This design comes from an exercise in tuning for small area, a short achievable clock period and few clock cycles per item on the open sky130 flow, not from production work.
The RTL was checked by simulation tests, not by an equivalence proof against the original design.
Power figures rest on the tool's default switching activity, not on a simulated workload.

Setup of willow:
Design bresenham_line_stepper_top, start of the top module:
module bresenham_line_stepper_top #(
    parameter int COORD_BITS = 12
) (
    input  wire logic                               i_clk,
    input  wire logic                               i_rst_n,
    input  wire logic                               i_req_valid,
    output logic                                    o_req_ready,
    input  wire logic                               i_req_type,
    input  wire logic [COORD_BITS-1:0]              i_req_x_start,
    input  wire logic [COORD_BITS-1:0]              i_req_y_start,
    input  wire logic [COORD_BITS-1:0]              i_req_x_end,
    input  wire logic [COORD_BITS-1:0]              i_req_y_end,
    output logic                                    o_pix_valid,
    input  wire logic                               i_pix_ready,
    output logic                                    o_pix_pixel_valid,
    output logic [COORD_BITS-1:0]                   o_pix_pixel_x,
    output logic [COORD_BITS-1:0]                   o_pix_pixel_y,
    output logic                                    o_pix_in_image,
    output logic                                    o_pix_last_pixel,
    output logic [bls_pkg::COLOR_W-1:0]             o_pix_pixel_red,
    output logic [bls_pkg::COLOR_W-1:0]             o_pix_pixel_green,
    output logic [bls_pkg::COLOR_W-1:0]             o_pix_pixel_blue,
    input  wire logic                               i_cfg_we,
    input  wire logic [bls_pkg::CFG_IDX_W-1:0]      i_cfg_idx,
    input  wire logic [bls_pkg::CFG_DATA_W-1:0]     i_cfg_data
);
    localparam int C = COORD_BITS;
    function automatic logic [11:0] absdiff(input logic [12:0] v);
        logic [11:0] r;
        logic        any;
        any = 1'b0;
        for (int i = 0; i < 12; i++) begin
            r[i] = v[i] ^ (v[12] & any);
            any  = any | v[i];
        end
        absdiff = r;
  ...
For scale: roughly 240 flip-flops, ~150 I/O pins, about 15,000 um^2 of cells after synthesis.
export LEC_CHECK = 0
export CAP_MARGIN = 20
export CORE_MARGIN = 2
export CORE_UTILIZATION = 55
export CTS_BUF_LIST = sky130_fd_sc_hd__clkbuf_16
export CTS_CLUSTER_DIAMETER = 100
export CTS_CLUSTER_SIZE = 20
export SLEW_MARGIN = 20
create_clock -name core_clock -period 20.0 [get_ports {i_clk}]
standard.sh (not shown) runs the stock make flow with config.mk's settings and CLKGATE_MAP_FILE= SYNTH_SCRIPT=/design/flow/synth_recipe.tcl, a recipe that flattens the netlist after the stock synthesis.
==> flow/flow/run.sh <==
#!/bin/bash
set -e
export BUFFER_PORTS_ARGS="-buffer_cell sky130_fd_sc_hd__buf_1"
export SETUP_SLACK_MARGIN=14.6
bash standard.sh > standard.log 2>&1
willow | status: complete | timing, DRC, antenna: pass
Testbench counts of willow, summed over its fixed seeds: cycles 48,523, items 48,507.
[inputs] ember vs willow
Settings: CORE_UTILIZATION now 40, was 55.
==> flow/flow/run.sh <==
#!/bin/bash
set -e
export BUFFER_PORTS_ARGS="-buffer_cell sky130_fd_sc_hd__buf_1"
export SETUP_SLACK_MARGIN=14.45
bash standard.sh > standard.log 2>&1
### Flow results
- For willow, the slowest cell on the critical path was sky130_fd_sc_hd__ha_1, unlike ember, where it was sky130_fd_sc_hd__a21oi_1.
- ember vs. willow: final cell count without fillers shows an increase of 158, critical path depth shows a reduction of 10, combinational fraction of design power shows a reduction of 1.7 points, initial antenna violation count shows a reduction of 1.
- ember closes out successfully: all stages finished, all timing, DRC and antenna checks passed.
- willow has a lower tapcell count than ember.
- ember has die outline area above what willow had.
Inputs modified between ember and nickel:
Settings: CTS_CLUSTER_SIZE now 25, was 20; CTS_CLUSTER_DIAMETER now 120, was 100.
==> flow/flow/run.sh <==
#!/bin/bash
set -e
export BUFFER_PORTS_ARGS="-buffer_cell sky130_fd_sc_hd__buf_1"
export SETUP_SLACK_MARGIN=14.6
bash standard.sh > standard.log 2>&1
--- outcome ---
The run with more routed wire is nickel, not ember.
NOTE power per unit of standard cell area ember->nickel decreased slightly
Looking at number of vias per cell after detailed routing, nickel sits below ember.
On nickel: number of resized instances in the post-cts repair step is 9 higher than what ember gave.
Fmax: nickel higher than ember
As of nickel, final cell count without fillers had risen slightly compared to ember.
ember → nickel: critical path depth decreased 7, buffer and inverter count on the worst path increased 1.
Edits applied to the flow inputs when going from nickel to garnet:
Settings: CTS_CLUSTER_SIZE: 25 -> 20; CTS_CLUSTER_DIAMETER: 120 -> 100.
==> comparison <==
Summary of garnet over nickel: overall power saw a decrease; switching power saw little to no change; post-layout net count saw little to no change; switching power share of the total saw an increase; number of clock-tree buffers in the layout saw an increase. First-pass GRT wire length across garnet and nickel: no real change. Side by side, area of all placed cells without fillers turned out lower in garnet than in nickel. [garnet] count of buffers not belonging to the clock network in the layout fell 6 relative to nickel. Diff garnet and nickel: maximum fanout along the worst path lower in garnet. Against nickel as the reference, garnet delivers a lower clock edge transition at the registers on the reported setup and hold paths. In garnet, the setup slack came out 8.4 ps below the value in nickel.

---

== build 18 ==
Another version of the RTL of bresenham_line_stepper_top (not shown whole).
Size: about 16000 sq um of cells after synthesis.
clock: 20.0 ns
lec_check: 0
cap_margin: 20
core_margin: 2
core_utilization: 40
cts_buf_list: sky130_fd_sc_hd__clkbuf_8
cts_cluster_diameter: 60
cts_cluster_size: 12
slew_margin: 50
==> flow/flow/run.sh <==
#!/bin/bash
set -e
export BUFFER_PORTS_ARGS="-buffer_cell sky130_fd_sc_hd__buf_1"
bash standard.sh > standard.log 2>&1
Testbench counts of build 18, summed over its fixed seeds: cycles 48,523, items 48,507.
Relative to build 18, the following input files were edited for build 66:
- CTS_CLUSTER_DIAMETER now 80, was 60
- SLEW_MARGIN now 20, was 50
- CTS_CLUSTER_SIZE now 16, was 12
[summary]
The last element of the critical path comes out r_q_ey[11] in one run and r_q_ex[11] in the other, namely in build 66 and build 18 respectively.
Number of buffers and inverters on the critical path delta (build 66 -> build 18): insignificant
From build 18 to build 66 the numbers moved as follows: amount of wire on met2 after detailed routing did not really move, power share of the combinational group moved up.
The inputs of build 81 differ from those of build 66 as listed below.
- CORE_UTILIZATION changed from 40 to 65
- PLACE_DENSITY newly set to 0.75
- CTS_CLUSTER_SIZE changed from 16 to 12
- CTS_CLUSTER_DIAMETER changed from 80 to 60
Notes after the runs:
- Result for build 66 and build 81: all clean
- Taking build 66 as the reference, in build 81 routed length on met1 moved down; met1 usage in global routing now sits higher.
- Build 81 ended up with met4 as its highest routed metal layer; build 66 ended up with met5.
- Per the comparison of build 81 with build 66, area enclosed by the die boundary went down, non-clock buffer contribution to total cell area barely changed, switching portion of total power decreased 0.38 points, average routed wire per standard cell grew by about 4.7%.
- Compared to build 66, build 81 has fraction of final layout cells sized beyond drive strength 1 0.47 points higher.
- In build 81, the total power came out 4.9% above the value in build 66.
- | part of the total power dissipated in the clock network | build 81 vs build 66 | 3.1 points higher |
- Count of clock-buffer cells in the layout | build 81 above build 66

[port drivers added, routing unchanged]
The results above use ideal ports. As a check the final layouts listed here were re-extracted and re-timed, cells and wires unchanged.
Step 1 sets driving cells, clkbuf_16 on the clock port and buf_2 on the other inputs (assumed; they add their load-dependent delay and slew).
Step 2 adds t to the input delays and takes it off the output delays; t is the mean of the earliest and latest rising clock arrival at the registers after step 1. Input paths then give back, and output paths get back, about the clock's delay inside the block.
Slacks: ideal / step 1 / step 2; pairs: ideal / step 1.
run | shift t [ns] | setup WS [ns] | hold WS [ns] | clock arrival spread, ns
willow | 0.542 | 14.658 / 14.618 / 14.165 | 0.553 / 0.553 / 0.553 | 0.023 / 0.023
ember | 0.550 | 14.560 / 14.510 / 14.043 | 0.541 / 0.541 / 0.541 | 0.016 / 0.016
nickel | 0.548 | 14.646 / 14.593 / 14.144 | 0.552 / 0.552 / 0.552 | 0.021 / 0.021
garnet | 0.553 | 14.637 / 14.607 / 14.120 | 0.541 / 0.541 / 0.541 | 0.022 / 0.022
build 18 | 0.667 | 14.145 / 14.166 / 13.499 | 0.555 / 0.555 / 0.555 | 0.037 / 0.037
build 66 | 0.611 | 14.154 / 14.167 / 13.556 | 0.553 / 0.553 / 0.553 | 0.025 / 0.026
build 81 | 0.645 | 14.038 / 14.065 / 13.421 | 0.554 / 0.554 / 0.554 | 0.017 / 0.017
After both steps setup and hold are still met in every run listed. For build 18, which loses most, drivers alone change the setup slack by +0.021 ns; drivers and shift together by -0.646 ns.
